Source: an optimization exercise on an open RTL-to-GDS flow (aim: small area). Production flows keep margins and buffers that such runs may drop. In this exercise RTL edits were held to simulation tests only and were not proved equivalent to the original. Power is estimated from default activity; no workload was simulated.

== job 7599 ==
==> flow/design.v <==
`timescale 1ns/1ps
package corePkg;
    localparam int xlen = 32;
    localparam int regAddrW = 5;
    typedef logic [xlen-1:0] word_t;
    typedef logic [regAddrW-1:0] regIdx_t;
    typedef enum logic [6:0] {
        opLui    = 7'b0110111,
        opOpImm  = 7'b0010011,
        opOp     = 7'b0110011,
        opLoad   = 7'b0000011,
        opStore  = 7'b0100011,
        opBranch = 7'b1100011,
        opJal    = 7'b1101111,
        opOther  = 7'b0000000
    } opcode_t;
    typedef enum logic [1:0] {
        aluAdd,
        aluSub,
        aluPassB
    } aluOp_t;
    typedef enum logic [1:0] {
        resAlu,
        resMem,
        resPcPlus4
    } resultSrc_t;
    typedef struct packed {
        word_t      pc;
        word_t      rs1Val;
        word_t      rs2Val;
        word_t      imm;
        regIdx_t    rd;
        aluOp_t     aluOp;
        logic       aluSrcImm;
        resultSrc_t resultSrc;
        logic       regWrite;
        logic       memRead;
        logic       memWrite;
        logic       isBranch;
        logic       branchOnEqual;
        logic       isJal;
    } decoded_t;
endpackage
`timescale 1ns/1ps
`timescale 1ns/1ps
`timescale 1ns/1ps
`timescale 1ns/1ps
`timescale 1ns/1ps
`timescale 1ns/1ps
module fireCore #(
    parameter corePkg::word_t resetVector = 32'h0000_0000
) (
    input  logic           clock,
    input  logic           rst,
    output logic           arvalid,
    output corePkg::word_t araddr,
    input  logic           arready,
    input  logic           rvalid,
    input  corePkg::word_t rdata,
    output logic           rready,
    output logic           awvalid,
    output corePkg::word_t awaddr,
    input  logic           awready,
    output logic           wvalid,
    output corePkg::word_t wdata,
    input  logic           wready,
    input  logic           bvalid,
    output logic           bready
);
    localparam logic [2:0] stExec  = 3'd0;  
    localparam logic [2:0] stLoad  = 3'd1;  
    localparam logic [2:0] stSdata = 3'd2;  
    localparam logic [2:0] stCopy  = 3'd3;  
    localparam logic [2:0] stInit  = 3'd4;  
    logic [4:0]     cnt;
    logic [2:0]     state;
    logic           runQ;
    logic           arvQ;
    logic           awvQ;
    logic           wvQ;
    corePkg::word_t busR;
    corePkg::word_t nextPc;
    logic           aluCy;
    logic           incCy;
    logic           eqQ;
    logic [4:0]     rdSave;
    logic [6:0] opcode;
    logic [2:0] funct3;
    logic [6:0] funct7;
    logic [4:0] rdIdx;
    logic [4:0] rs1Idx;
    logic [4:0] rs2Idx;
    logic       isLui;
    logic       isAddi;
    logic       isAdd;
    logic       isSub;
    logic       isLw;
    logic       isSw;
    logic       isBr;
    logic       isBeq;
    logic       isJal;
    assign opcode = rdata[6:0];
    assign rdIdx  = rdata[11:7];
    assign funct3 = rdata[14:12];
    assign rs1Idx = rdata[19:15];
    assign rs2Idx = rdata[24:20];
    assign funct7 = rdata[31:25];
    assign isLui  = (opcode == 7'b0110111);
    assign isAddi = (opcode == 7'b0010011) && (funct3 == 3'b000);
    assign isAdd  = (opcode == 7'b0110011) && (funct3 == 3'b000) && (funct7 == 7'b0000000);
    assign isSub  = (opcode == 7'b0110011) && (funct3 == 3'b000) && (funct7 == 7'b0100000);
    assign isLw   = (opcode == 7'b0000011) && (funct3 == 3'b010);
    assign isSw   = (opcode == 7'b0100011) && (funct3 == 3'b010);
    assign isBr   = (opcode == 7'b1100011) && (funct3[2:1] == 2'b00);
    assign isBeq  = !funct3[0];
    assign isJal  = (opcode == 7'b1101111);
    logic c0;
    logic c31;
    logic precond;
    logic active;
    logic passEnd;
    assign c0  = (cnt == 5'd0);
    assign c31 = (cnt == 5'd31);
    always_comb begin
        case (state)
            stExec, stLoad: precond = rvalid;
            stSdata:        precond = !(awvQ && !awready);
            default:        precond = !(wvQ && !wready);
        endcase
    end
    assign active  = c0 ? precond : runQ;
    assign passEnd = active && c31;
    logic [31:0] rfOut;
    logic        rs1Bit;
    logic        rs2Bit;
    logic        wrEn;
    logic [4:0]  wrIdx;
    logic        wrBit;
    assign rfOut[0] = 1'b0;
    for (genvar r = 1; r < 32; r++) begin : gReg
        logic [31:0] ring;
        always_ff @(posedge clock) begin
            ring <= {(wrEn && wrIdx == 5'(r)) ? wrBit : ring[0], ring[31:1]};
        end
        assign rfOut[r] = ring[0];
    end
    assign rs1Bit = rfOut[rs1Idx];
    assign rs2Bit = rfOut[rs2Idx];
    logic [15:0] lowField;
    logic        m32;
    logic        m12;
    logic        m5;
    logic        lo12;
    logic        lo5;
    logic        immBit;
    logic        rdBit;
    assign lowField = {{4{rdata[31]}}, rdata[31:20]};
    assign m32  = rdata[cnt];
    assign m12  = lowField[cnt[3:0]];
    assign m5   = rdata[5'd7 + {2'b00, cnt[2:0]}];
    assign lo12 = (cnt < 5'd12);
    assign lo5  = (cnt < 5'd5);
    always_comb begin
        if (isLui) begin
            immBit = lo12 ? 1'b0 : m32;
        end else if (isJal) begin
            if (cnt == 5'd0)       immBit = 1'b0;
            else if (cnt < 5'd11)  immBit = m12;
            else if (cnt == 5'd11) immBit = rdata[20];
            else if (cnt < 5'd20)  immBit = m32;
            else                   immBit = rdata[31];
        end else if (opcode[5] && !opcode[4] && !opcode[2]) begin
            if (cnt == 5'd0)       immBit = !opcode[6] && rdata[7];
            else if (lo5)          immBit = m5;
            else if (cnt == 5'd11) immBit = opcode[6] ? rdata[7] : rdata[31];
            else if (lo12)         immBit = m12;
            else                   immBit = rdata[31];
        end else begin
            immBit = lo12 ? m12 : rdata[31];
        end
    end
    assign rdBit = (state == stExec) ? immBit : m32;
    logic pcBit;
    logic opA;
    logic opB;
    logic cin;
    logic sum;
    logic incBit;
    logic eqAll;
    logic taken;
    logic busIn;
    logic execWrite;
    assign pcBit = busR[0];
    assign opA = (isJal || isBr) ? pcBit : (isLui ? 1'b0 : rs1Bit);
    assign opB = ((isAdd || isSub) ? rs2Bit : rdBit) ^ isSub;
    assign cin = c0 ? isSub : aluCy;
    assign sum = opA ^ opB ^ cin;
    assign incBit = pcBit ^ incCy;
    assign eqAll = (c0 || eqQ) && (rs1Bit == rs2Bit);
    assign taken = isBr && (eqAll == isBeq);
    assign execWrite = isLui || isAddi || isAdd || isSub || isJal;
    always_comb begin
        wrIdx = rdIdx;
        wrBit = sum;
        wrEn  = 1'b0;
        busIn = nextPc[0];
        case (state)
            stExec: begin
                wrBit = isJal ? incBit : sum;
                wrEn  = active && execWrite;
                busIn = (isJal || isBr || isLw || isSw) ? sum : incBit;
            end
            stLoad: begin
                wrIdx = rdSave;
                wrBit = rdBit;
                wrEn  = active;
            end
            stSdata: busIn = rs2Bit;
            stInit:  busIn = resetVector[cnt];
            default: ;
        endcase
    end
    always_ff @(posedge clock) begin
        aluCy <= (opA & opB) | (opA & cin) | (opB & cin);
        incCy <= (cnt == 5'd1) || (incCy && pcBit && !c31);
        eqQ   <= eqAll;
        nextPc <= {(state == stExec && active) ? incBit : nextPc[0], nextPc[31:1]};
        if (active) begin
            busR <= {busIn, busR[31:1]};
        end
        if (state == stExec) begin
            rdSave <= rdIdx;
        end
    end
    always_ff @(posedge clock) begin
        if (rst) begin
            cnt   <= 5'd0;
            state <= stInit;
            runQ  <= 1'b0;
            arvQ  <= 1'b0;
            awvQ  <= 1'b0;
            wvQ   <= 1'b0;
        end else begin
            cnt  <= cnt + 5'd1;
            runQ <= active;
            if (arvQ && arready) arvQ <= 1'b0;
            if (awvQ && awready) awvQ <= 1'b0;
            if (wvQ && wready)   wvQ  <= 1'b0;
            if (passEnd) begin
                case (state)
                    stExec: begin
                        if (isLw) begin
                            arvQ  <= 1'b1;
                            state <= stLoad;
                        end else if (isSw) begin
                            awvQ  <= 1'b1;
                            state <= stSdata;
                        end else if (isBr && !taken) begin
                            state <= stCopy;
                        end else begin
                            arvQ  <= 1'b1;
                            state <= stExec;
                        end
                    end
                    stSdata: begin
                        wvQ   <= 1'b1;
                        state <= stCopy;
                    end
                    default: begin
                        arvQ  <= 1'b1;
                        state <= stExec;
                    end
                endcase
            end
        end
    end
    assign rready  = passEnd && (state == stLoad || state == stSdata
                                 || (state == stExec && !isSw));
    assign arvalid = arvQ;
    assign awvalid = awvQ;
    assign wvalid  = wvQ;
    assign araddr  = busR;
    assign awaddr  = busR;
    assign wdata   = busR;
    assign bready  = 1'b1;
endmodule
==> flow/config.mk <==
export PLATFORM = sky130hd
export DESIGN_NAME = fireCore
export DESIGN_NICKNAME = fireCore
export VERILOG_FILES = /design/flow/design.v
export SDC_FILE = /design/flow/constraint.sdc
export NUM_CORES = 4
export LEC_CHECK = 0
export CAP_MARGIN = 20
export CORE_MARGIN = 2
export CORE_UTILIZATION = 60
export SLEW_MARGIN = 20
==> flow/constraint.sdc <==
create_clock -name core_clock -period 10.0 [get_ports {clock}]
set_input_delay 2.0000 -clock core_clock [delete_from_list [all_inputs] [get_ports {clock}]]
set_output_delay 2.0000 -clock core_clock [all_outputs]
set_load 0.01 [all_outputs]
standard.sh (not shown) runs the stock make flow with config.mk's settings and CLKGATE_MAP_FILE= SYNTH_SCRIPT=/design/flow/synth_recipe.tcl, a recipe that flattens the netlist after the stock synthesis.
==> flow/flow/run.sh <==
#!/bin/bash
set -euo pipefail
bash standard.sh \
  "BUFFER_PORTS_ARGS=-buffer_cell sky130_fd_sc_hd__buf_1" \
  "CTS_ARGS=-sink_clustering_enable -repair_clock_nets -dont_use_dummy_load -buf_list {sky130_fd_sc_hd__clkbuf_8} -sink_clustering_size 22 -sink_clustering_max_diameter 60" \
  finish > make.log 2>&1
tail -n 20 make.log
Input-level comparison between job 6161 and job 7599:
==> flow/flow/run.sh <==
#!/bin/bash
set -euo pipefail
bash standard.sh \
  "BUFFER_PORTS_ARGS=-buffer_cell sky130_fd_sc_hd__buf_1" \
  "CTS_ARGS=-sink_clustering_enable -repair_clock_nets -dont_use_dummy_load -buf_list {sky130_fd_sc_hd__clkbuf_8} -sink_clustering_size 22 -sink_clustering_max_diameter 60 -tree_buf sky130_fd_sc_hd__clkbuf_4 -root_buf sky130_fd_sc_hd__clkbuf_4" \
  finish > make.log 2>&1
tail -n 20 make.log
- Signed area change from the synthesized netlist to the final layout delta (job 7599 -> job 6161): insignificant
- Clock share of power was lower in the run labelled job 6161.
- Going from job 7599 to job 6161, endpoint arrival time on the critical path saw a decrease; final instance area saw little to no change.
- Result: PASS for each of job 6161 and job 7599
- gReg[24].ring[31] as the last element of the critical path was reported by job 7599, and rready by job 6161.
For job 6037, these inputs were changed with respect to job 6161:
==> flow/flow/run.sh <==
#!/bin/bash
set -euo pipefail
bash standard.sh \
  "BUFFER_PORTS_ARGS=-buffer_cell sky130_fd_sc_hd__buf_1" \
  "CTS_ARGS=-sink_clustering_enable -repair_clock_nets -dont_use_dummy_load -buf_list {sky130_fd_sc_hd__clkbuf_8} -sink_clustering_size 20 -sink_clustering_max_diameter 60" \
  finish > make.log 2>&1
tail -n 20 make.log
## What came out
- Compared with job 6161, in job 6037 clock-buffer cell count went up 8; detailed placer's ending HPWL held; sequential share of layout area went down 0.43 points; final wirelength went up 0.43%; clock group share of total power went up 1.5 points.
- In the flow results for job 6161 and job 6037, the count of fill cells added during filler insertion is larger on job 6161.
- From job 6161 to job 6037, max-cap check violation count did not move at all.

## separate check: timing with driven ports
The results above use ideal ports. As a check the final layouts listed here were re-extracted and re-timed, cells and wires unchanged. Step 1: set_driving_cell puts a clkbuf_16 on clock and a buf_2 on each other input, an assumption about the parent block. Step 2 times the ports against the registers' clock, not the clock port: input delays grow and output delays shrink by t, the midpoint of the rising clock arrivals with the driver on. a / b / c = no drivers / after step 1 / after step 2; a / b = the first two.
run | shift t [ns] | slack for setup (ns) | worst data-port slew with drivers (ns) | cell pins on the clock port's net
job 7599 | 0.668 | 4.371 / 4.362 / 3.708 | 0.09 | 1
job 6161 | 0.881 | 4.410 / 4.379 / 3.663 | 0.10 | 1
job 6037 | 0.640 | 4.395 / 4.366 / 3.772 | 0.09 | 1
After both steps every run listed still meets setup and hold. The setup slack of job 6161, which loses most, moves by -0.031 ns with the drivers and by -0.747 ns with both steps.
